What follows belongs to an exercise in optimizing a design on an open flow for small area, a short achievable clock period and few clock cycles per item; a production flow would make more cautious choices. Function was not checked in any run shown here: the RTL went through the layout flow alone. Power is estimated from default activity; no workload was simulated.

[flow/run.sh]
#!/bin/bash
# synth_recipe.tcl (not shown) runs the flow's synth.tcl, then flattens the netlist and writes it again
# the make line also repeats each setting of config.mk as NAME=value (left out here)
make -C /OpenROAD-flow-scripts/flow DESIGN_CONFIG=/design/flow/config.mk WORK_HOME=/design/flow/orfs CLKGATE_MAP_FILE= SYNTH_SCRIPT=/design/flow/synth_recipe.tcl finish
[flow/config.mk]
export PLATFORM = sky130hd
export DESIGN_NAME = conv_accumulator
export DESIGN_NICKNAME = conv_accumulator
export VERILOG_FILES = /design/flow/design.v
export SDC_FILE = /design/flow/constraint.sdc
export NUM_CORES = 4
export LEC_CHECK = 0
export CAP_MARGIN = 20
export CORE_MARGIN = 2
export CORE_UTILIZATION = 55
export SETUP_SLACK_MARGIN = 5
export SLEW_MARGIN = 20
[flow/constraint.sdc]
create_clock -name core_clock -period 9.0 [get_ports {clk}]
set_input_delay 1.8000 -clock core_clock [delete_from_list [all_inputs] [get_ports {clk}]]
set_output_delay 1.8000 -clock core_clock [all_outputs]
set_load 0.01 [all_outputs]
[flow/design.v]
`default_nettype none
module conv_accumulator #(
   parameter int IN_W   = 8,
   parameter int ACC_W  = 32,
   parameter int OUT_CH = 16,
   parameter int LEN_W  = 16
) (
   input  wire logic                    clk,
   input  wire logic                    rst,
   input  wire logic                    start,
   input  wire logic [LEN_W-1:0]        len,
   input  wire logic [OUT_CH*ACC_W-1:0] bias,
   input  wire logic [IN_W-1:0]         act_in,
   input  wire logic [OUT_CH*IN_W-1:0]  wgt_in,
   input  wire logic                    in_valid,
   output wire logic                    in_ready,
   output wire logic [OUT_CH*ACC_W-1:0] acc_out,
   output wire logic                    acc_valid,
   output wire logic                    busy,
   output wire logic                    sat_flag
);
   localparam int ND = IN_W / 2;       
   logic             accum_q;          
   logic [LEN_W-1:0] rem_q;            
   logic             in_ready_q, busy_q, acc_valid_q, sat_q;
   logic             last1_q, last2_q, last3_q;    
   logic             slow1_q, slow2_q;             
   logic             near_any;         
   wire accept  = start & ~busy_q;
   wire take    = in_valid & in_ready_q;
   wire last    = (rem_q == {{(LEN_W-1){1'b0}}, 1'b1});
   wire accum_d = accept ? (len != '0) : (accum_q & ~(take & last));
   always_ff @(posedge clk or posedge rst) begin
      if (rst) begin
         accum_q     <= 1'b0;
         in_ready_q  <= 1'b0;
         busy_q      <= 1'b0;
         acc_valid_q <= 1'b0;
         last1_q     <= 1'b0;
         last2_q     <= 1'b0;
         last3_q     <= 1'b0;
         slow1_q     <= 1'b0;
         slow2_q     <= 1'b0;
      end else begin
         accum_q     <= accum_d;
         in_ready_q  <= accum_d & ~(near_any & take);
         busy_q      <= accum_d | (take & last) | last1_q | (last2_q & slow2_q);
         last1_q     <= take & last;
         slow1_q     <= near_any;
         last2_q     <= last1_q;
         slow2_q     <= slow1_q;
         last3_q     <= last2_q & slow2_q;
         acc_valid_q <= (last2_q & ~slow2_q) | last3_q | (accept & (len == '0));
      end
   end
   always_ff @(posedge clk) begin
      if (accept)    rem_q <= len;
      else if (take) rem_q <= rem_q - 1'b1;
   end
   logic [ND-1:0] one_d, two_d, neg_d;
   logic [ND-1:0] one_q, two_q, neg_q;
   logic [OUT_CH*IN_W-1:0] wgt_q;
   for (genvar j = 0; j < ND; j++) begin : g_rec
      wire b2 = act_in[2*j+1];
      wire b1 = act_in[2*j];
      wire b0 = (j == 0) ? 1'b0 : act_in[(j == 0) ? 0 : 2*j-1];
      assign one_d[j] = take & (b1 ^ b0);
      assign two_d[j] = take & ((b2 & ~b1 & ~b0) | (~b2 & b1 & b0));
      assign neg_d[j] = take & b2 & ~(b1 & b0);
   end
   always_ff @(posedge clk or posedge rst) begin
      if (rst) begin
         one_q <= '0;
         two_q <= '0;
         neg_q <= '0;
      end else begin
         one_q <= one_d;
         two_q <= two_d;
         neg_q <= neg_d;
      end
   end
   always_ff @(posedge clk) wgt_q <= wgt_in;
   logic [OUT_CH*ACC_W-1:0] acc_q;
   logic [OUT_CH-1:0]       ovp_q, ovn_q, near;
   for (genvar c = 0; c < OUT_CH; c++) begin : g_ch
      logic [17:0] ra_d, rb_d, ra_q, rb_q;    
      logic [31:0] acc_d;
      logic        ovp_d, ovn_d;
      cm_tree u_tree (
         .w(wgt_q[c*IN_W +: IN_W]), .one(one_q), .two(two_q), .neg(neg_q),
         .ra(ra_d), .rb(rb_d)
      );
      always_ff @(posedge clk) begin
         ra_q <= ra_d;
         rb_q <= rb_d;
      end
      cm_acc u_acc (
         .acc(acc_q[c*ACC_W +: ACC_W]), .ra(ra_q), .rb(rb_q),
         .bias(bias[c*ACC_W +: ACC_W]), .load(accept),
         .ovp_q(ovp_q[c]), .ovn_q(ovn_q[c]),
         .acc_d(acc_d), .ovp_d(ovp_d), .ovn_d(ovn_d), .near(near[c])
      );
      always_ff @(posedge clk) begin
         acc_q[c*ACC_W +: ACC_W] <= acc_d;
         ovp_q[c] <= ovp_d;
         ovn_q[c] <= ovn_d;
      end
   end
   assign near_any = |near;
   always_ff @(posedge clk or posedge rst) begin
      if (rst)         sat_q <= 1'b0;
      else if (accept) sat_q <= 1'b0;
      else             sat_q <= sat_q | (|ovp_q) | (|ovn_q);
   end
   assign acc_out   = acc_q;
   assign acc_valid = acc_valid_q;
   assign sat_flag  = sat_q;
   assign in_ready  = in_ready_q;
   assign busy      = busy_q;
endmodule
`default_nettype wire
module cm_tree (
   input  wire logic [7:0]  w,
   input  wire logic [3:0]  one,
   input  wire logic [3:0]  two,
   input  wire logic [3:0]  neg,
   output wire logic [17:0] ra,
   output wire logic [17:0] rb
);
   wire [8:0] m0;
   assign m0[0] = ((one[0] & w[0]) | (two[0] & 1'b0)) ^ neg[0];
   assign m0[1] = ((one[0] & w[1]) | (two[0] & w[0])) ^ neg[0];
   assign m0[2] = ((one[0] & w[2]) | (two[0] & w[1])) ^ neg[0];
   assign m0[3] = ((one[0] & w[3]) | (two[0] & w[2])) ^ neg[0];
   assign m0[4] = ((one[0] & w[4]) | (two[0] & w[3])) ^ neg[0];
   assign m0[5] = ((one[0] & w[5]) | (two[0] & w[4])) ^ neg[0];
   assign m0[6] = ((one[0] & w[6]) | (two[0] & w[5])) ^ neg[0];
   assign m0[7] = ((one[0] & w[7]) | (two[0] & w[6])) ^ neg[0];
   assign m0[8] = ((one[0] & w[7]) | (two[0] & w[7])) ^ neg[0];
   wire [8:0] m1;
   assign m1[0] = ((one[1] & w[0]) | (two[1] & 1'b0)) ^ neg[1];
   assign m1[1] = ((one[1] & w[1]) | (two[1] & w[0])) ^ neg[1];
   assign m1[2] = ((one[1] & w[2]) | (two[1] & w[1])) ^ neg[1];
   assign m1[3] = ((one[1] & w[3]) | (two[1] & w[2])) ^ neg[1];
   assign m1[4] = ((one[1] & w[4]) | (two[1] & w[3])) ^ neg[1];
   assign m1[5] = ((one[1] & w[5]) | (two[1] & w[4])) ^ neg[1];
   assign m1[6] = ((one[1] & w[6]) | (two[1] & w[5])) ^ neg[1];
   assign m1[7] = ((one[1] & w[7]) | (two[1] & w[6])) ^ neg[1];
   assign m1[8] = ((one[1] & w[7]) | (two[1] & w[7])) ^ neg[1];
   wire [8:0] m2;
   assign m2[0] = ((one[2] & w[0]) | (two[2] & 1'b0)) ^ neg[2];
   assign m2[1] = ((one[2] & w[1]) | (two[2] & w[0])) ^ neg[2];
   assign m2[2] = ((one[2] & w[2]) | (two[2] & w[1])) ^ neg[2];
   assign m2[3] = ((one[2] & w[3]) | (two[2] & w[2])) ^ neg[2];
   assign m2[4] = ((one[2] & w[4]) | (two[2] & w[3])) ^ neg[2];
   assign m2[5] = ((one[2] & w[5]) | (two[2] & w[4])) ^ neg[2];
   assign m2[6] = ((one[2] & w[6]) | (two[2] & w[5])) ^ neg[2];
   assign m2[7] = ((one[2] & w[7]) | (two[2] & w[6])) ^ neg[2];
   assign m2[8] = ((one[2] & w[7]) | (two[2] & w[7])) ^ neg[2];
   wire [8:0] m3;
   assign m3[0] = ((one[3] & w[0]) | (two[3] & 1'b0)) ^ neg[3];
   assign m3[1] = ((one[3] & w[1]) | (two[3] & w[0])) ^ neg[3];
   assign m3[2] = ((one[3] & w[2]) | (two[3] & w[1])) ^ neg[3];
   assign m3[3] = ((one[3] & w[3]) | (two[3] & w[2])) ^ neg[3];
   assign m3[4] = ((one[3] & w[4]) | (two[3] & w[3])) ^ neg[3];
   assign m3[5] = ((one[3] & w[5]) | (two[3] & w[4])) ^ neg[3];
   assign m3[6] = ((one[3] & w[6]) | (two[3] & w[5])) ^ neg[3];
   assign m3[7] = ((one[3] & w[7]) | (two[3] & w[6])) ^ neg[3];
   assign m3[8] = ((one[3] & w[7]) | (two[3] & w[7])) ^ neg[3];
   wire m_k1 = m3[2];
   wire m_k2 = m_k1;
   wire m_k3 = m3[5];
   wire m_k4 = m3[7];
   wire m_s5 = m0[6] ^ m1[4];
   wire m_c6 = m0[6] & m1[4];
   wire m_s7 = m0[7] ^ m1[5];
   wire m_c8 = m0[7] & m1[5];
   wire m_s9 = ~m0[8] ^ m1[6];
   wire m_c10 = ~m0[8] & m1[6];
   wire m_s11 = m1[7] ^ m2[5];
   wire m_c12 = m1[7] & m2[5];
   wire m_s13 = ~m1[8] ^ m2[6];
   wire m_c14 = ~m1[8] & m2[6];
   wire m_s15 = m0[4] ^ m1[2];
   wire m_c16 = m0[4] & m1[2];
   wire m_s17 = m0[5] ^ m1[3];
   wire m_c18 = m0[5] & m1[3];
   wire m_s19 = m2[2] ^ m3[0] ^ neg[3];
   wire m_c20 = (m2[2] & m3[0]) | (m2[2] & neg[3]) | (m3[0] & neg[3]);
   wire m_s21 = m2[3] ^ m3[1] ^ m_c6;
   wire m_c22 = (m2[3] & m3[1]) | (m2[3] & m_c6) | (m3[1] & m_c6);
   wire m_s23 = m2[4] ^ ~m_k1 ^ m_c8;
   wire m_c24 = (m2[4] & ~m_k1) | (m2[4] & m_c8) | (~m_k1 & m_c8);
   wire m_s25 = m3[3] ^ ~m_k2 ^ m_c10;
   wire m_c26 = (m3[3] & ~m_k2) | (m3[3] & m_c10) | (~m_k2 & m_c10);
   wire m_s27 = m3[4] ^ m_k2 ^ m_c12;
   wire m_c28 = (m3[4] & m_k2) | (m3[4] & m_c12) | (m_k2 & m_c12);
   wire m_s29 = m2[7] ^ ~m_k3;
   wire m_c30 = m2[7] & ~m_k3;
   wire m_s31 = ~m2[8] ^ m3[6];
   wire m_c32 = ~m2[8] & m3[6];
   wire m_s33 = m0[2] ^ m1[0];
   wire m_c34 = m0[2] & m1[0];
   wire m_s35 = m0[3] ^ m1[1];
   wire m_c36 = m0[3] & m1[1];
   wire m_s37 = m2[0] ^ neg[2] ^ m_s15;
   wire m_c38 = (m2[0] & neg[2]) | (m2[0] & m_s15) | (neg[2] & m_s15);
   wire m_s39 = m2[1] ^ m_c16 ^ m_s17;
   wire m_c40 = (m2[1] & m_c16) | (m2[1] & m_s17) | (m_c16 & m_s17);
   wire m_s41 = m_s5 ^ m_c18 ^ m_s19;
   wire m_c42 = (m_s5 & m_c18) | (m_s5 & m_s19) | (m_c18 & m_s19);
   wire m_s43 = m_s7 ^ m_c20 ^ m_s21;
   wire m_c44 = (m_s7 & m_c20) | (m_s7 & m_s21) | (m_c20 & m_s21);
   wire m_s45 = m_s9 ^ m_c22 ^ m_s23;
   wire m_c46 = (m_s9 & m_c22) | (m_s9 & m_s23) | (m_c22 & m_s23);
   wire m_s47 = m_s11 ^ m_c24 ^ m_s25;
   wire m_c48 = (m_s11 & m_c24) | (m_s11 & m_s25) | (m_c24 & m_s25);
   wire m_s49 = m_s13 ^ m_c26 ^ m_s27;
   wire m_c50 = (m_s13 & m_c26) | (m_s13 & m_s27) | (m_c26 & m_s27);
   wire m_s51 = m_c14 ^ m_c28 ^ m_s29;
   wire m_c52 = (m_c14 & m_c28) | (m_c14 & m_s29) | (m_c28 & m_s29);
   wire m_s53 = m_k3 ^ m_c30 ^ m_s31;
   wire m_c54 = (m_k3 & m_c30) | (m_k3 & m_s31) | (m_c30 & m_s31);
   wire m_s55 = ~m_k4 ^ m_c32;
   wire m_c56 = ~m_k4 & m_c32;
   wire m_s57 = ~m3[8] ^ m_k4;
   wire m_c58 = ~m3[8] & m_k4;
   assign ra = {1'b1, 1'b1, 1'b1, m_c56, m_c54, m_c52, m_c50, m_c48, m_c46, m_c44, m_c42, m_c40, m_c38, m_c36, m_c34, neg[1], m0[1], m0[0]};
   assign rb = {1'b0, 1'b0, m_c58, m_s57, m_s55, m_s53, m_s51, m_s49, m_s47, m_s45, m_s43, m_s41, m_s39, m_s37, m_s35, m_s33, 1'b0, neg[0]};
endmodule
module cm_acc (
   input  wire logic [31:0] acc,
   input  wire logic [17:0] ra,
   input  wire logic [17:0] rb,
   input  wire logic [31:0] bias,
   input  wire logic        load,
   input  wire logic        ovp_q,
   input  wire logic        ovn_q,
   output wire logic [31:0] acc_d,
   output wire logic        ovp_d,
   output wire logic        ovn_d,
   output wire logic        near
);
   wire a_s1 = acc[0] ^ ra[0];
   wire a_c2 = acc[0] & ra[0];
   wire a_s3 = acc[1] ^ ra[1];
   wire a_c4 = acc[1] & ra[1];
   wire a_s5 = acc[2] ^ ra[2] ^ rb[2];
   wire a_c6 = (acc[2] & ra[2]) | (acc[2] & rb[2]) | (ra[2] & rb[2]);
   wire a_s7 = acc[3] ^ ra[3] ^ rb[3];
   wire a_c8 = (acc[3] & ra[3]) | (acc[3] & rb[3]) | (ra[3] & rb[3]);
   wire a_s9 = acc[4] ^ ra[4] ^ rb[4];
   wire a_c10 = (acc[4] & ra[4]) | (acc[4] & rb[4]) | (ra[4] & rb[4]);
   wire a_s11 = acc[5] ^ ra[5] ^ rb[5];
   wire a_c12 = (acc[5] & ra[5]) | (acc[5] & rb[5]) | (ra[5] & rb[5]);
   wire a_s13 = acc[6] ^ ra[6] ^ rb[6];
   wire a_c14 = (acc[6] & ra[6]) | (acc[6] & rb[6]) | (ra[6] & rb[6]);
   wire a_s15 = acc[7] ^ ra[7] ^ rb[7];
   wire a_c16 = (acc[7] & ra[7]) | (acc[7] & rb[7]) | (ra[7] & rb[7]);
   wire a_s17 = acc[8] ^ ra[8] ^ rb[8];
   wire a_c18 = (acc[8] & ra[8]) | (acc[8] & rb[8]) | (ra[8] & rb[8]);
   wire a_s19 = acc[9] ^ ra[9] ^ rb[9];
   wire a_c20 = (acc[9] & ra[9]) | (acc[9] & rb[9]) | (ra[9] & rb[9]);
   wire a_s21 = acc[10] ^ ra[10] ^ rb[10];
   wire a_c22 = (acc[10] & ra[10]) | (acc[10] & rb[10]) | (ra[10] & rb[10]);
   wire a_s23 = acc[11] ^ ra[11] ^ rb[11];
   wire a_c24 = (acc[11] & ra[11]) | (acc[11] & rb[11]) | (ra[11] & rb[11]);
   wire a_s25 = acc[12] ^ ra[12] ^ rb[12];
   wire a_c26 = (acc[12] & ra[12]) | (acc[12] & rb[12]) | (ra[12] & rb[12]);
   wire a_s27 = acc[13] ^ ra[13] ^ rb[13];
   wire a_c28 = (acc[13] & ra[13]) | (acc[13] & rb[13]) | (ra[13] & rb[13]);
   wire a_s29 = acc[14] ^ ra[14] ^ rb[14];
   wire a_c30 = (acc[14] & ra[14]) | (acc[14] & rb[14]) | (ra[14] & rb[14]);
   wire a_s31 = acc[15] ^ 1'b1 ^ rb[15];
   wire a_c32 = (acc[15] & 1'b1) | (acc[15] & rb[15]) | (1'b1 & rb[15]);
   wire a_g33 = rb[0] & a_s1;
   wire a_p34 = rb[0] ^ a_s1;
   wire a_g35 = a_c2 & a_s3;
   wire a_p36 = a_c2 ^ a_s3;
   wire a_g37 = a_c4 & a_s5;
   wire a_p38 = a_c4 ^ a_s5;
   wire a_g39 = a_c6 & a_s7;
   wire a_p40 = a_c6 ^ a_s7;
   wire a_g41 = a_c8 & a_s9;
   wire a_p42 = a_c8 ^ a_s9;
   wire a_g43 = a_c10 & a_s11;
   wire a_p44 = a_c10 ^ a_s11;
   wire a_g45 = a_c12 & a_s13;
   wire a_p46 = a_c12 ^ a_s13;
   wire a_g47 = a_c14 & a_s15;
   wire a_p48 = a_c14 ^ a_s15;
   wire a_g49 = a_c16 & a_s17;
   wire a_p50 = a_c16 ^ a_s17;
   wire a_g51 = a_c18 & a_s19;
   wire a_p52 = a_c18 ^ a_s19;
   wire a_g53 = a_c20 & a_s21;
   wire a_p54 = a_c20 ^ a_s21;
   wire a_g55 = a_c22 & a_s23;
   wire a_p56 = a_c22 ^ a_s23;
   wire a_g57 = a_c24 & a_s25;
   wire a_p58 = a_c24 ^ a_s25;
   wire a_g59 = a_c26 & a_s27;
   wire a_p60 = a_c26 ^ a_s27;
   wire a_g61 = a_c28 & a_s29;
   wire a_p62 = a_c28 ^ a_s29;
   wire a_g63 = a_c30 & a_s31;
   wire a_p64 = a_c30 ^ a_s31;
   wire a_g65 = a_g35 | (a_p36 & a_g33);
   wire a_p66 = a_p36 & a_p34;
   wire a_g67 = a_g39 | (a_p40 & a_g37);
   wire a_p68 = a_p40 & a_p38;
   wire a_g69 = a_g43 | (a_p44 & a_g41);
   wire a_p70 = a_p44 & a_p42;
   wire a_g71 = a_g47 | (a_p48 & a_g45);
   wire a_p72 = a_p48 & a_p46;
   wire a_g73 = a_g51 | (a_p52 & a_g49);
   wire a_p74 = a_p52 & a_p50;
   wire a_g75 = a_g55 | (a_p56 & a_g53);
   wire a_p76 = a_p56 & a_p54;
   wire a_g77 = a_g59 | (a_p60 & a_g57);
   wire a_p78 = a_p60 & a_p58;
   wire a_g79 = a_g63 | (a_p64 & a_g61);
   wire a_p80 = a_p64 & a_p62;
   wire a_g81 = a_g37 | (a_p38 & a_g65);
   wire a_p82 = a_p38 & a_p66;
   wire a_g83 = a_g67 | (a_p68 & a_g65);
   wire a_p84 = a_p68 & a_p66;
   wire a_g85 = a_g45 | (a_p46 & a_g69);
   wire a_p86 = a_p46 & a_p70;
   wire a_g87 = a_g71 | (a_p72 & a_g69);
   wire a_p88 = a_p72 & a_p70;
   wire a_g89 = a_g53 | (a_p54 & a_g73);
   wire a_p90 = a_p54 & a_p74;
   wire a_g91 = a_g75 | (a_p76 & a_g73);
   wire a_p92 = a_p76 & a_p74;
   wire a_g93 = a_g61 | (a_p62 & a_g77);
   wire a_p94 = a_p62 & a_p78;
   wire a_g95 = a_g79 | (a_p80 & a_g77);
   wire a_p96 = a_p80 & a_p78;
   wire a_g97 = a_g41 | (a_p42 & a_g83);
   wire a_p98 = a_p42 & a_p84;
   wire a_g99 = a_g69 | (a_p70 & a_g83);
   wire a_p100 = a_p70 & a_p84;
   wire a_g101 = a_g85 | (a_p86 & a_g83);
   wire a_p102 = a_p86 & a_p84;
   wire a_g103 = a_g87 | (a_p88 & a_g83);
   wire a_p104 = a_p88 & a_p84;
   wire a_g105 = a_g57 | (a_p58 & a_g91);
   wire a_p106 = a_p58 & a_p92;
   wire a_g107 = a_g77 | (a_p78 & a_g91);
   wire a_p108 = a_p78 & a_p92;
   wire a_g109 = a_g93 | (a_p94 & a_g91);
   wire a_p110 = a_p94 & a_p92;
   wire a_g111 = a_g95 | (a_p96 & a_g91);
   wire a_p112 = a_p96 & a_p92;
   wire a_g113 = a_g49 | (a_p50 & a_g103);
   wire a_p114 = a_p50 & a_p104;
   wire a_g115 = a_g73 | (a_p74 & a_g103);
   wire a_p116 = a_p74 & a_p104;
   wire a_g117 = a_g89 | (a_p90 & a_g103);
   wire a_p118 = a_p90 & a_p104;
   wire a_g119 = a_g91 | (a_p92 & a_g103);
   wire a_p120 = a_p92 & a_p104;
   wire a_g121 = a_g105 | (a_p106 & a_g103);
   wire a_p122 = a_p106 & a_p104;
   wire a_g123 = a_g107 | (a_p108 & a_g103);
   wire a_p124 = a_p108 & a_p104;
   wire a_g125 = a_g109 | (a_p110 & a_g103);
   wire a_p126 = a_p110 & a_p104;
   wire a_g127 = a_g111 | (a_p112 & a_g103);
   wire a_p128 = a_p112 & a_p104;
   wire [15:0] t = {a_p64 ^ a_g125, a_p62 ^ a_g123, a_p60 ^ a_g121, a_p58 ^ a_g119, a_p56 ^ a_g117, a_p54 ^ a_g115, a_p52 ^ a_g113, a_p50 ^ a_g103, a_p48 ^ a_g101, a_p46 ^ a_g99, a_p44 ^ a_g97, a_p42 ^ a_g83, a_p40 ^ a_g81, a_p38 ^ a_g65, a_p36 ^ a_g33, a_p34};
   wire cy = a_g127;            
   wire c16 = a_c32;       
   wire [15:0] hi = acc[31:16];
   wire [15:0] all1, all0;       
   assign all1[0] = 1'b1;
   assign all0[0] = 1'b1;
   for (genvar i = 1; i < 16; i++) begin : g_pre
      assign all1[i] = all1[i-1] & hi[i-1];
      assign all0[i] = all0[i-1] & ~hi[i-1];
   end
   wire [15:0] flip1  = c16 ? all1 : 16'd0;     
   wire [15:0] flip0  = c16 ? 16'd0 : all0;     
   wire        at_max = ~hi[15] & all1[15];
   wire        at_min = hi[15] & all0[15];
   assign ovp_d = cy & c16 & at_max;
   assign ovn_d = ~cy & ~c16 & at_min;
   assign near = (~hi[15] & (&hi[14:2])) | (hi[15] & ~(|hi[14:2]));
   wire [31:0] fix  = load ? bias : (ovp_q ? 32'h7fffffff : 32'h80000000);
   wire        keep = ~load & ~ovp_q & ~ovn_q;
   assign acc_d = keep ? {hi ^ (cy ? flip1 : flip0), t} : fix;
endmodule
==> impl_metrics.tcl, run 1 <==
set metrics [dict create \
    vias_per_cell 6.04 \
    cp-start-kind "flip-flop" \
    dr.pass1.iters 6 \
    yosysTopAreaCell "dfxtp_1" \
    start_util_pct 55.4 \
    seq_area_frac_synth_pct 32.2 \
    utilization_pct 69.1 \
    hold_viol_final 0 \
    crit_type "reg -> out" \
    cts_tree "yes" \
    syn_nets 9338 \
    worstHoldPathType "reg -> reg" \
    dr.max_layer_used "met5" \
    setup_violations 0 \
    grt_pass1_wl_mm 394 \
    sw_frac_of_total_pct 43.7 \
    fin_crit_sh_pct 44.3 \
    cpMaxStageDelayCell "clkdlybuf4s50_1" \
    wl_met1_mm 101 \
    wl_met3_mm 24.4 \
    wl_met2_mm 125 \
    critPathMaxFanout 8 \
    cp.arrival_ps 2190 \
    core_sq_um 132000 \
    reg2reg_from "g_ch[0].ra_q[2]$_DFF_P_" \
    drive_gt1_share_pct 5.42 \
    antenna_found_initial 82 \
    p_switching_mw 18.0 \
    synth.most_common_cell "dfxtp_1" \
    cts.clk_slew.worst_paths_ps 60 \
    outcome "finished clean" \
    yosys.area.top_type_share_pct 30.8 \
    p_int_mw 23.2 \
    drt_iter0_drc 5936 \
    nNetsFinal 10218 \
    cts.sinks 1160 \
    crit_cells 1 \
    max_cap_viol_count 0 \
    worstHoldPathCells 0 \
    track_usage_pct 38.2 \
    dp.cells 10137 \
    min_period_ps 3990 \
    max_stage_delay_ps 720 \
    path_delay_family "buffers and inverters" \
    grt_pass1_vias 62311 \
    critPathLaunch "in_ready_q$_DFF_PP0_" \
    ir_worst_vdd_mv 0.367 \
    cp_cell_sequence "clkdlybuf4s50_1" \
    power_density_nw_per_um2 453 \
    dieArea_sq_um 136000 \
    ctsHtreeMaxLevel 4 \
    cts-root-buf "clkbuf_16" \
    synth_seq_cells 1160 \
    hp-start "last1_q$_DFF_PP0_" \
    max_freq_mhz 251 \
    rsz0062_at_grt "true" \
    synthFlopType "dfxtp_1" \
    clock_skew_ps 20.0 \
    die_w_microns 368 \
    final_cells 10487 \
    ys_types 78 \
    synth_edf_count 16 \
    dp_hpwl_mm 205 \
    die_h_microns 368 \
    cts_buffer_depth 3 \
    postSynthCellCount 7673 \
    drcViolationCount 0 \
    io_buffer_count 1183 \
    async_reset_ff_share_pct 1.90 \
    clkPwrFrac_pct 14.4 \
    yosysWarnings 1 \
    power_frac_seq_pct 24.3 \
    syn_area_sq_um 72900 \
    synthTopCellsByCount "1122 x dfxtp_1, 722 x xnor2_1, 569 x nor2_1" \
    drv_slew 0 \
    grt_max_degree 111 \
    tightest_slew_ps 1160 \
    rows 133 \
    wl_per_cell_microns 25.5 \
    place.gp.congestion 0.972 \
    cts_made_buffers 135 \
    io_pins 1184 \
    avgSynthCellArea_sq_um 9.51 \
    pwr-share-comb_pct 61.2 \
    vias 63310 \
    fin_tns_setup_ps 0 \
    gr-total-overflow 0 \
    routed_wl_mm 267 \
    critPathBufInv 1 \
    leakage_nw 37.4 \
    r2r_cells 13 \
    synth_area_leaders "dfxtp_1 31%, fa_1 12%, ha_1 9.4%, xnor2_1 8.7%, a22oi_1 4.7%" \
    clkLatencyLatePin_ps 790 \
    end_kind "primary output" \
    slew_headroom_pct 22.0 \
    antenna_left 0 \
    syn2layout_area_growth_pct 24.7 \
    cp.required_ps 7200 \
]
per-layer routing:
| layer | global-route usage (%) | vias up |
|---|---|---|
| li1 | - | 28637 |
| met1 | 46.1 | 30878 |
| met2 | 61.9 | 3055 |
| met3 | 9.92 | 684 |
| met4 | 21.7 | 56 |
| met5 | 0 | - |
registers in the layout (all words and copies together), names as in the netlist, 4 cells and up:
signal / cells
one_q: 4
two_q: 4
g_ch.ra_q: 225
ovp_q: 16
acc_q: 512
wgt_q: 128
neg_q: 4
g_ch.rb_q: 225
ovn_q: 16
rem_q: 16
final timing paths:
check	to	slack (ps)
setup / recovery	in_ready	5010
hold / removal	last2_q$_DFF_PP0_	380
setup reg to reg	acc_q[345]$_DFF_P_	5080
hold reg to reg	last2_q$_DFF_PP0_	380
max in group asynchronous	neg_q[2]$_DFF_PP0_	7020
min in group asynchronous	acc_valid_q$_DFF_PP0_	1440
layout make-up:
cell class              count  area (sq um)
multi-input cells        5557         46000
fillers                 10481         40600
flip-flops and latches   1160         23500
repair buffers           1275         12600
clock buffers             185          3930
well taps                1755          2200
inverters                 423          1600
clock inverters            65           876
diodes                     66           165
repair inverters            1          7.51
cell usage in the layout, fill, tap and decap left out, types with 19 or more instances in the layout:
cell type,count
buf_4,80
or4_1,33
clkbuf_16,142
xor2_1,250
a22oi_1,461
clkbuf_8,24
a221o_1,155
o21ai_0,183
mux2i_1,64
or2_2,28
a31oi_1,38
nor3_1,163
o22a_1,49
bufinv_16,19
o21a_1,65
xnor2_1,722
nor2_1,565
nor2b_1,42
and2_1,35
and3_1,106
a21oi_1,413
clkbuf_1,20
clkdlybuf4s50_1,1183
o22ai_1,19
inv_1,415
nand2b_1,51
a21o_1,84
ha_1,549
nand3_1,129
mux2_2,34
nand4_1,52
diode_2,66
and4_1,28
fa_1,447
nor4_1,49
or3_1,54
dfxtp_1,1120
a211oi_1,40
nand2_1,401
clkinv_2,25
power groups by stage:
stage               Combinational [mW]  Clock, mW  Sequential, mW
floorplan                         16.5          0            9.41
global placement                  23.7          0            10.0
detailed placement                24.2          0            10.0
CTS                               24.6       6.00            9.95
global route                      27.8       6.22            10.2
finish                            25.3       5.96            10.0
logic make-up (layout without fill, tap and decap cells):
family | count (synthesis) | count (layout) | synth area share (%)
adder cells (fa/ha/maj) | 997 | 997 | 21.7
AO/OA/AOI/OAI | 1678 | 1678 | 15.9
buffers and inverters | 958 | 1949 | 5.10
XOR/XNOR | 972 | 972 | 11.7
multiplexers | 98 | 98 | 1.40
flip-flops | 1160 | 1160 | 32.2
AND/OR/NAND/NOR | 1810 | 1812 | 12.0
other | 0 | 66 | 0
through the flow:
step	power, mW	hold slack [ps]	cell area (sq um)	setup slack [ps]
6_report	41.2	382	91000	5010
2_1_floorplan	25.9	331	72900	5000
3_5_place_dp	34.3	360	85400	4290
4_1_cts	40.6	374	90400	4950
5_1_grt	44.2	394	90900	4990
3_3_place_gp	33.7	352	85400	4350
timing repair:
action,CTS,global route
setup endpoints to repair,218,136
buffers inserted,6,24
pin swaps,1,15
resized for setup,21,48
gates cloned,0,4
hold buffers,0,0
==> inputs of run 2 (changes only) <==
--- a/flow/design.v
+++ b/flow/design.v
@@ -96,7 +96,7 @@
       end
       cm_acc u_acc (
          .acc(acc_q[c*ACC_W +: ACC_W]), .ra(ra_q), .rb(rb_q),
-         .bias(bias[c*ACC_W +: ACC_W]), .load(accept),
+         .bias(bias[c*ACC_W +: ACC_W]), .load(~busy_q),
          .ovp_q(ovp_q[c]), .ovn_q(ovn_q[c]),
          .acc_d(acc_d), .ovp_d(ovp_d), .ovn_d(ovn_d), .near(near[c])
       );
@@ -373,15 +373,66 @@
    wire cy = a_g127;            
    wire c16 = a_c32;       
    wire [15:0] hi = acc[31:16];
-   wire [15:0] all1, all0;       
-   assign all1[0] = 1'b1;
-   assign all0[0] = 1'b1;
-   for (genvar i = 1; i < 16; i++) begin : g_pre
-      assign all1[i] = all1[i-1] & hi[i-1];
-      assign all0[i] = all0[i-1] & ~hi[i-1];
-   end
-   wire [15:0] flip1  = c16 ? all1 : 16'd0;     
-   wire [15:0] flip0  = c16 ? 16'd0 : all0;     
+   wire a_all1129 = hi[1] & hi[0];
+   wire a_all1130 = hi[3] & hi[2];
+   wire a_all1131 = hi[5] & hi[4];
+   wire a_all1132 = hi[7] & hi[6];
+   wire a_all1133 = hi[9] & hi[8];
+   wire a_all1134 = hi[11] & hi[10];
+   wire a_all1135 = hi[13] & hi[12];
+   wire a_all1136 = hi[2] & a_all1129;
+   wire a_all1137 = a_all1130 & a_all1129;
+   wire a_all1138 = hi[6] & a_all1131;
+   wire a_all1139 = a_all1132 & a_all1131;
+   wire a_all1140 = hi[10] & a_all1133;
+   wire a_all1141 = a_all1134 & a_all1133;
+   wire a_all1142 = hi[14] & a_all1135;
+   wire a_all1143 = hi[4] & a_all1137;
+   wire a_all1144 = a_all1131 & a_all1137;
+   wire a_all1145 = a_all1138 & a_all1137;
+   wire a_all1146 = a_all1139 & a_all1137;
+   wire a_all1147 = hi[12] & a_all1141;
+   wire a_all1148 = a_all1135 & a_all1141;
+   wire a_all1149 = a_all1142 & a_all1141;
+   wire a_all1150 = hi[8] & a_all1146;
+   wire a_all1151 = a_all1133 & a_all1146;
+   wire a_all1152 = a_all1140 & a_all1146;
+   wire a_all1153 = a_all1141 & a_all1146;
+   wire a_all1154 = a_all1147 & a_all1146;
+   wire a_all1155 = a_all1148 & a_all1146;
+   wire a_all1156 = a_all1149 & a_all1146;
+   wire [15:0] all1 = {a_all1156, a_all1155, a_all1154, a_all1153, a_all1152, a_all1151, a_all1150, a_all1146, a_all1145, a_all1144, a_all1143, a_all1137, a_all1136, a_all1129, hi[0], 1'b1};
+   wire a_all0157 = ~hi[1] & ~hi[0];
+   wire a_all0158 = ~hi[3] & ~hi[2];
+   wire a_all0159 = ~hi[5] & ~hi[4];
+   wire a_all0160 = ~hi[7] & ~hi[6];
+   wire a_all0161 = ~hi[9] & ~hi[8];
+   wire a_all0162 = ~hi[11] & ~hi[10];
+   wire a_all0163 = ~hi[13] & ~hi[12];
+   wire a_all0164 = ~hi[2] & a_all0157;
+   wire a_all0165 = a_all0158 & a_all0157;
+   wire a_all0166 = ~hi[6] & a_all0159;
+   wire a_all0167 = a_all0160 & a_all0159;
+   wire a_all0168 = ~hi[10] & a_all0161;
+   wire a_all0169 = a_all0162 & a_all0161;
+   wire a_all0170 = ~hi[14] & a_all0163;
+   wire a_all0171 = ~hi[4] & a_all0165;
+   wire a_all0172 = a_all0159 & a_all0165;
+   wire a_all0173 = a_all0166 & a_all0165;
+   wire a_all0174 = a_all0167 & a_all0165;
+   wire a_all0175 = ~hi[12] & a_all0169;
+   wire a_all0176 = a_all0163 & a_all0169;
+   wire a_all0177 = a_all0170 & a_all0169;
+   wire a_all0178 = ~hi[8] & a_all0174;
+   wire a_all0179 = a_all0161 & a_all0174;
+   wire a_all0180 = a_all0168 & a_all0174;
+   wire a_all0181 = a_all0169 & a_all0174;
+   wire a_all0182 = a_all0175 & a_all0174;
+   wire a_all0183 = a_all0176 & a_all0174;
+   wire a_all0184 = a_all0177 & a_all0174;
+   wire [15:0] all0 = {a_all0184, a_all0183, a_all0182, a_all0181, a_all0180, a_all0179, a_all0178, a_all0174, a_all0173, a_all0172, a_all0171, a_all0165, a_all0164, a_all0157, ~hi[0], 1'b1};
+   wire [15:0] flip1 = c16 ? all1 : 16'd0;     
+   wire [15:0] flip0 = c16 ? 16'd0 : all0;     
    wire        at_max = ~hi[15] & all1[15];
    wire        at_min = hi[15] & all0[15];
    assign ovp_d = cy & c16 & at_max;
@@ -389,5 +440,7 @@
    assign near = (~hi[15] & (&hi[14:2])) | (hi[15] & ~(|hi[14:2]));
    wire [31:0] fix  = load ? bias : (ovp_q ? 32'h7fffffff : 32'h80000000);
    wire        keep = ~load & ~ovp_q & ~ovn_q;
-   assign acc_d = keep ? {hi ^ (cy ? flip1 : flip0), t} : fix;
+   wire [15:0] hi1  = keep ? hi ^ flip1 : fix[31:16];
+   wire [15:0] hi0  = keep ? hi ^ flip0 : fix[31:16];
+   assign acc_d = {cy ? hi1 : hi0, keep ? t : fix[15:0]};
 endmodule
==> flow/flow/run.sh (new file) <==
#!/bin/bash
# Layout flow: the standard flow (standard.sh: unchanged synthesis and
# steps) with one change to how the layout is made: ports are buffered with
# sky130_fd_sc_hd__buf_1 instead of the default pick, a delay buffer
# (clkdlybuf4s50_1) that is larger and slower; timing repair still resizes
# them where needed. Each tool's output is in orfs/logs/ (ORFS's own logs);
# what standard.sh prints goes to standard.log.
set -euo pipefail
here=$(pwd)
export BUFFER_PORTS_ARGS="-buffer_cell sky130_fd_sc_hd__buf_1"
bash standard.sh > "$here/standard.log" 2>&1
==> flow/standard.sh (new file) <==
#!/bin/bash
# synth_recipe.tcl (not shown) runs the flow's synth.tcl, then flattens the netlist and writes it again
# the make line also repeats each setting of config.mk as NAME=value (left out here)
make -C /OpenROAD-flow-scripts/flow DESIGN_CONFIG=/design/flow/config.mk WORK_HOME=/design/flow/orfs CLKGATE_MAP_FILE= SYNTH_SCRIPT=/design/flow/synth_recipe.tcl "${@:-finish}"
--- a/flow/config.mk
+++ b/flow/config.mk
@@ -5,6 +5,7 @@
 export SDC_FILE = /design/flow/constraint.sdc
 export NUM_CORES = 4
 export LEC_CHECK = 0
+export ABC_AREA = 1
 export CAP_MARGIN = 20
 export CORE_MARGIN = 2
 export CORE_UTILIZATION = 55
removed: flow/run.sh
==> impl_metrics.tcl, run 2 <==
set metrics [dict create \
    outcome "finished clean" \
    power_frac_seq_pct 23.1 \
    max_cap_viol_count 0 \
    grt_pass1_vias 71971 \
    core_sq_um 143000 \
    cts_made_buffers 137 \
    crit_type "reg -> reg" \
    pwr-share-comb_pct 63.4 \
    rsz0062_at_grt "false" \
    yosysWarnings 1 \
    multiInputGateArea_sq_um 49200 \
    track_usage_pct 41.0 \
    cp.required_ps 9650 \
    fin_tns_setup_ps 0 \
    cts_tree "yes" \
    dp.cells 12979 \
    cts-root-buf "clkbuf_16" \
    seq_area_frac_synth_pct 29.7 \
    worstHoldPathType "reg -> reg" \
    fill_cells 13182 \
    nNetsFinal 12891 \
    setup_violations 0 \
    final_cell_area_sq_um 89800 \
    setup_ws_ps 5050 \
    dpl_cell_area_sq_um 84600 \
    die_h_microns 383 \
    synthTopCellsByCount "2312 x nand2_1, 1223 x inv_1, 1122 x dfxtp_1" \
    drt_iter0_drc 7075 \
    synth_area_leaders "dfxtp_1 28%, fa_1 11%, nand2_1 11%, ha_1 8.7%, xor2_1 7.4%" \
    largestRegisters "acc_q: 512 flops, g_ch.ra_q: 225 flops, g_ch.rb_q: 225 flops" \
    wl_per_cell_microns 23.3 \
    end_kind "flip-flop" \
    postSynthCellCount 10244 \
    start_util_pct 55.2 \
    place.gp.congestion 1.02 \
    seq_area_sq_um 23500 \
    syn2layout_area_growth_pct 13.6 \
    cts_buffer_depth 3 \
    antenna_left 0 \
    critPathLaunch "one_q[2]$_DFF_PP0_" \
    hold_viol_final 0 \
    max_freq_mhz 253 \
    leakage_nw 43.7 \
    r2r_cells 9 \
    dr.pass1.iters 7 \
    die_w_microns 383 \
    drive_gt1_share_pct 3.76 \
    vias 76272 \
    ctsHtreeMaxLevel 4 \
    syn_area_sq_um 79000 \
    layout.cells.most_common "nand2_1" \
    r2r-end "g_ch[5].rb_q[10]$_DFF_P_" \
    layout_common_cells "2304 x nand2_1, 1210 x inv_1, 1183 x buf_1, 1120 x dfxtp_1, 807 x o21ai_0" \
    yosys.area.top_type_share_pct 28.4 \
    grt_max_degree 152 \
    p_switching_mw 23.8 \
    critPathMaxFanout 64 \
    gr-total-overflow 0 \
    fin_crit_sh_pct 43.9 \
    routed_wl_mm 309 \
    io_buffer_count 1183 \
    drv_slew 0 \
    async_reset_ff_share_pct 1.90 \
    tightest_slew_ps 1200 \
    dieArea_sq_um 147000 \
    final_cells 13305 \
    p_int_mw 21.6 \
    drcViolationCount 0 \
    synth_seq_cells 1160 \
    r2r_slack_ps 5050 \
    grt_pass1_wl_mm 452 \
    critPathCapture "g_ch[5].rb_q[10]$_DFF_P_" \
    cp.arrival_ps 4600 \
    clkPwrFrac_pct 13.5 \
    cts.clk_slew.worst_paths_ps 60 \
    clkLatencyLatePin_ps 800 \
    antenna_found_initial 93 \
    synth_edf_count 16 \
    sw_frac_of_total_pct 52.4 \
    rows 139 \
    largest_register_ffs 512 \
    cp-start-kind "flip-flop" \
    clock_skew_ps 32.8 \
    min_period_ps 3950 \
    avgSynthCellArea_sq_um 7.71 \
    dp_slack_ps 5040 \
    synth.most_common_cell "nand2_1" \
    yosysTopAreaCell "dfxtp_1" \
    io_pins 1184 \
    cts.sinks 1160 \
    power_density_nw_per_um2 506 \
    ir_worst_vdd_mv 0.319 \
    vias_per_cell 5.73 \
    synthFlopType "dfxtp_1" \
    slew_headroom_pct 19.2 \
    ys_types 45 \
    dp_hpwl_mm 239 \
    syn_nets 11909 \
    hold_buffers 0 \
    top_register "acc_q" \
    reg2reg_from "one_q[2]$_DFF_PP0_" \
    utilization_pct 62.7 \
]
==> run 2: changes by cell type after synthesis, moves of 429 or more <==
cell and delta:
inv_1 +806, nand2_1 +1909, a22oi_1 -445, o21ai_0 +621, xnor2_1 -645, o22ai_1 +429
==> run 2: critical path, stage by stage, from the launching register on <==
cell	delay (ps)
dfrtp_2	760
inv_6	620
buf_4	630
o22ai_1	210
xor2_1	190
ha_1	180
inv_1	60
fa_1	530
inv_1	60
fa_1	480
==> run 2: worst min-delay path by stage <==
stage | from | endpoint | slack, ps | cells past startpoint
after floorplan | slow1_q$_DFF_PP0_ | slow2_q$_DFF_PP0_ | 330 | 0
after global placement | slow1_q$_DFF_PP0_ | slow2_q$_DFF_PP0_ | 330 | 0
after detailed placement | slow1_q$_DFF_PP0_ | slow2_q$_DFF_PP0_ | 330 | 0
after CTS | slow1_q$_DFF_PP0_ | slow2_q$_DFF_PP0_ | 360 | 0
after global routing | slow1_q$_DFF_PP0_ | slow2_q$_DFF_PP0_ | 360 | 0
final | slow1_q$_DFF_PP0_ | slow2_q$_DFF_PP0_ | 360 | 0
==> run 2: final cells by class <==
cell class,instances,area share [%]
multi-input combinational,7455,54.8
clock buffer,190,4.51
antenna,63,0.176
clock inverter,62,1.00
tap,1903,2.65
timing repair buffer,1230,5.39
timing repair inverter,1,0.00836
inverter,1241,5.24
sequential,1160,26.2
==> run 2: metrics by stage <==
step	hold WS, ps	power, mW
final	361	45.5
after global routing	358	49.5
after CTS	362	44.9
after detailed placement	335	38.5
after global placement	334	37.6
after floorplan	331	29.9
==> run 2: metal layers <==
metal / track usage [%] / routed length [microns] / part of all wire (%)
met5: 0 / 289 / 0.093
met1: 51.4 / 119000 / 39
met2: 61.9 / 134000 / 43
met3: 11.7 / 34100 / 11
met4: 25.8 / 21500 / 6.9
==> run 2: kinds of logic after synthesis <==
| kind of cell | synth area share [%] |
|---|---|
| AOI/OAI and AO/OA | 14.6 |
| xor gates and xnor gates | 8.26 |
| adders and majority gates | 20.0 |
| buffers and inverters | 8.01 |
| DFF | 29.7 |
| muxes | 0.157 |
| and+or+nand+nor | 19.2 |
==> run 2: power by group through the flow <==
stage | Clock [mW] | Combinational [mW] | Sequential [mW]
floorplan | 0 | 20.1 | 9.84
global placement | 0 | 27.2 | 10.5
detailed placement | 0 | 28.0 | 10.5
CTS | 6.20 | 28.3 | 10.4
global route | 6.39 | 32.4 | 10.7
finish | 6.15 | 28.8 | 10.5
==> run 2: what timing repair did <==
item,in CTS,in global routing
buffers inserted,0,9
gates resized for setup,0,14
setup endpoints to repair,0,161
==> inputs of run 3 (changes only) <==
==> flow/flow/run.sh (replaced) <==
#!/bin/bash
# Layout flow: the standard flow (standard.sh: same synthesis script and
# steps) with two changes to how the layout is made:
#  * ports are buffered with sky130_fd_sc_hd__buf_1 instead of the default
#    pick, a delay buffer (clkdlybuf4s50_1) that is larger and slower;
#  * synthesis leaves full adders to ABC (ADDER_MAP_FILE empty) instead of
#    extracting them as fa/ha cells, which ABC cannot time through.
# Registers are unchanged. Each tool's output is in orfs/logs/ (ORFS's own
# logs); what standard.sh prints goes to standard.log.
set -euo pipefail
here=$(pwd)
export BUFFER_PORTS_ARGS="-buffer_cell sky130_fd_sc_hd__buf_1"
bash standard.sh ADDER_MAP_FILE= finish > "$here/standard.log" 2>&1
==> impl_metrics.tcl, run 3 <==
set metrics [dict create \
    outcome "finished clean" \
    dr.pass1.iters 7 \
    cts-root-buf "clkbuf_16" \
    max_stage_delay_ps 790 \
    critPathCapture "acc_q[476]$_DFF_P_" \
    dp_hpwl_mm 275 \
    hold_viol_final 0 \
    critPathBufInv 1 \
    reg2reg_from "g_ch[0].ra_q[2]$_DFF_P_" \
    cpMaxStageDelayCell "dfxtp_4" \
    cp.required_ps 9640 \
    drcViolationCount 0 \
    yosys.area.top_type_share_pct 26.2 \
    syn2layout_area_growth_pct 12.8 \
    largestRegisters "acc_q: 512 flops, g_ch.ra_q: 225 flops, g_ch.rb_q: 225 flops" \
    syn_nets 15107 \
    grt_max_degree 103 \
    synth_area_leaders "dfxtp_1 26%, nand2_1 22%, xor2_1 9.3%, inv_1 8.0%, nand3_1 6.5%" \
    synth_edf_count 16 \
    r2r_cells 13 \
    seq_area_sq_um 23500 \
    critPathMaxFanout 33 \
    rows 144 \
    drt_iter0_drc 11703 \
    fin_tns_setup_ps 0 \
    place.gp.congestion 1.02 \
    cts.clk_slew.worst_paths_ps 60 \
    tightest_slew_ps 1200 \
    vias 100005 \
    wl_per_cell_microns 20.2 \
    io_pins 1184 \
    cts.sinks 1160 \
    utilization_pct 62.6 \
    track_usage_pct 42.8 \
    drive_gt1_share_pct 3.54 \
    r2r_slack_ps 5130 \
    synth_seq_cells 1160 \
    cp_cell_sequence "inv_6 > nand2_1 > nand3_1 > nand3_1 > nand2_1 > nor2_1 > nand2_1 > nand2_1 > nand2_1 > nand2_2 > nand3_1 > nand2_2 > o21ai_0" \
    synth.most_common_cell "nand2_1" \
    path_delay_family "simple AND/OR/NAND/NOR gates" \
    clkPwrFrac_pct 15.3 \
    yosysTopAreaCell "dfxtp_1" \
    io_buffer_count 1183 \
    top_register "acc_q" \
    seq_area_frac_synth_pct 27.4 \
    vias_per_cell 5.66 \
    yosysWarnings 1 \
    cts_made_buffers 140 \
    async_reset_ff_share_pct 1.90 \
    crit_type "reg -> reg" \
    antenna_left 0 \
    ctsHtreeMaxLevel 4 \
    core_sq_um 154000 \
    synthFlopType "dfxtp_1" \
    routed_wl_mm 357 \
    syn_area_sq_um 85700 \
    min_period_ps 3870 \
    fill_cells 14979 \
    ys_types 46 \
    grt_pass1_wl_mm 525 \
    nNetsFinal 16091 \
    layout_common_cells "5122 x nand2_1, 1824 x inv_1, 1183 x buf_1, 1120 x dfxtp_1, 1106 x nand3_1" \
    power_density_nw_per_um2 410 \
    multiInputGateArea_sq_um 53500 \
    die_w_microns 399 \
    cts_tree "yes" \
    cp.arrival_ps 4510 \
    cpMostUsedCell "nand2_1" \
    avgSynthCellArea_sq_um 5.93 \
    sw_frac_of_total_pct 53.6 \
    setup_violations 0 \
    leakage_nw 51.7 \
    cts_buffer_depth 3 \
    crit_cells 13 \
    postSynthCellCount 14439 \
    p_switching_mw 21.2 \
    max_freq_mhz 258 \
    hp-start "slow1_q$_DFF_PP0_" \
    largest_register_ffs 512 \
    r2r-end "acc_q[476]$_DFF_P_" \
    drv_slew 0 \
    critPathLaunch "g_ch[0].ra_q[2]$_DFF_P_" \
    power_frac_seq_pct 25.0 \
    layout.cells.most_common "nand2_1" \
    slew_headroom_pct 20.0 \
    clock_skew_ps 39.4 \
    die_h_microns 399 \
    fin_crit_sh_pct 43.0 \
    grt_pass1_vias 89663 \
    pwr-share-comb_pct 59.7 \
    ir_worst_vdd_mv 0.282 \
    start_util_pct 55.5 \
    clkLatencyLatePin_ps 800 \
    max_cap_viol_count 0 \
    worstHoldPathType "reg -> reg" \
    end_kind "flip-flop" \
    p_int_mw 18.4 \
    rsz0062_at_grt "false" \
    antenna_found_initial 108 \
    cp-start-kind "flip-flop" \
    gr-total-overflow 0 \
    synthTopCellsByCount "5123 x nand2_1, 1836 x inv_1, 1122 x dfxtp_1" \
    dieArea_sq_um 159000 \
]
==> run 3: final cells by class <==
| type | count | area share [%] |
|---|---|---|
| Tap cell | 2044 | 2.65 |
| Multi-Input combinational cell | 11021 | 55.4 |
| Inverter | 1852 | 7.26 |
| Timing Repair inverter | 3 | 0.0155 |
| Clock inverter | 54 | 0.730 |
| Timing Repair Buffer | 1245 | 5.10 |
| Clock buffer | 201 | 4.29 |
| Antenna cell | 86 | 0.223 |
| Sequential cell | 1160 | 24.3 |
==> run 3: how the worst min path moves through the flow <==
stage,end,slack [ps],cells after the start
2_1_floorplan,slow2_q$_DFF_PP0_,330,0
6_report,slow2_q$_DFF_PP0_,340,0
3_3_place_gp,slow2_q$_DFF_PP0_,340,0
3_5_place_dp,slow2_q$_DFF_PP0_,340,0
4_1_cts,slow2_q$_DFF_PP0_,350,0
5_1_grt,slow2_q$_DFF_PP0_,350,0
==> run 3: routing by layer <==
layer  up-vias  track usage [%]  wire [microns]
met3      1143             10.6           40800
li1      47920                -               -
met2      5235             63.6          150000
met1     45681             53.2          137000
met4        26             32.6           29800
met5         -           0.0908             175
==> run 3: cell families (layout without fill, tap and decap cells) <==
logic type      after synthesis  count (layout)  synth area share, %
xor+xnor                   1019            1019                 10.4
flops                      1160            1160                 27.4
buf+inv                    2259            3355                 10.3
compound gates             2166            2166                 14.2
other cells                   0              86                    0
simple gates               7835            7836                 37.6
==> run 3: power by group through the flow <==
stage | registers, mW | clock network, mW | logic (mW)
2_1_floorplan | 9.36 | 0 | 16.8
3_3_place_gp | 9.80 | 0 | 22.2
3_5_place_dp | 9.85 | 0 | 22.9
4_1_cts | 9.76 | 6.07 | 23.1
5_1_grt | 10.0 | 6.27 | 26.8
6_report | 9.90 | 6.06 | 23.7
==> run 3: timing repair <==
| item | 4_1_cts | 5_1_grt |
|---|---|---|
| buffers inserted | 0 | 2 |
| resized for setup | 5 | 14 |
| pin swaps | 0 | 2 |
| setup endpoints to repair | 67 | 101 |
| cloned | 0 | 4 |
| hold buffers | 0 | 0 |
==> run 3: through the flow <==
| stage | power (mW) | instances | setup slack, ps | hold slack (ps) | instance area, sq um |
|---|---|---|---|---|---|
| 2_1_floorplan | 26.2 | 14439 | 6100 | 331 | 85700 |
| 3_3_place_gp | 32.0 | 17317 | 4850 | 340 | 91400 |
| 3_5_place_dp | 32.8 | 17317 | 4740 | 337 | 91400 |
| 4_1_cts | 38.9 | 17572 | 5090 | 346 | 96300 |
| 5_1_grt | 43.1 | 17647 | 5040 | 348 | 96600 |
| 6_report | 39.6 | 17666 | 5130 | 342 | 96600 |

==> static timing again, ports no longer ideal <==
The flow's constraints put no driver on any port. The routed layouts listed below were extracted and timed again, unchanged, in two steps.
Step 1 assumes that a clkbuf_16 drives the clock port and a buf_2 every other input.
Step 2 adds t to the input delays and takes it off the output delays; t is the mean of the earliest and latest rising clock arrival at the registers after step 1. Input paths then give back, and output paths get back, about the clock's delay inside the block.
a / b / c = ideal ports / drivers / drivers and shift; a / b = the first two.
run | shift t [ns] | slack for setup (ns) | latest minus earliest clock arrival (ns)
run 1 | 0.867 | 5.015 / 4.927 / 4.370 | 0.022 / 0.023
run 2 | 0.873 | 5.049 / 5.049 / 5.049 | 0.033 / 0.033
run 3 | 0.877 | 5.127 / 5.127 / 5.127 | 0.043 / 0.043
After both steps setup and hold are still met in every run listed. For run 1, which loses most, drivers alone change the setup slack by -0.088 ns; drivers and shift together by -0.645 ns.
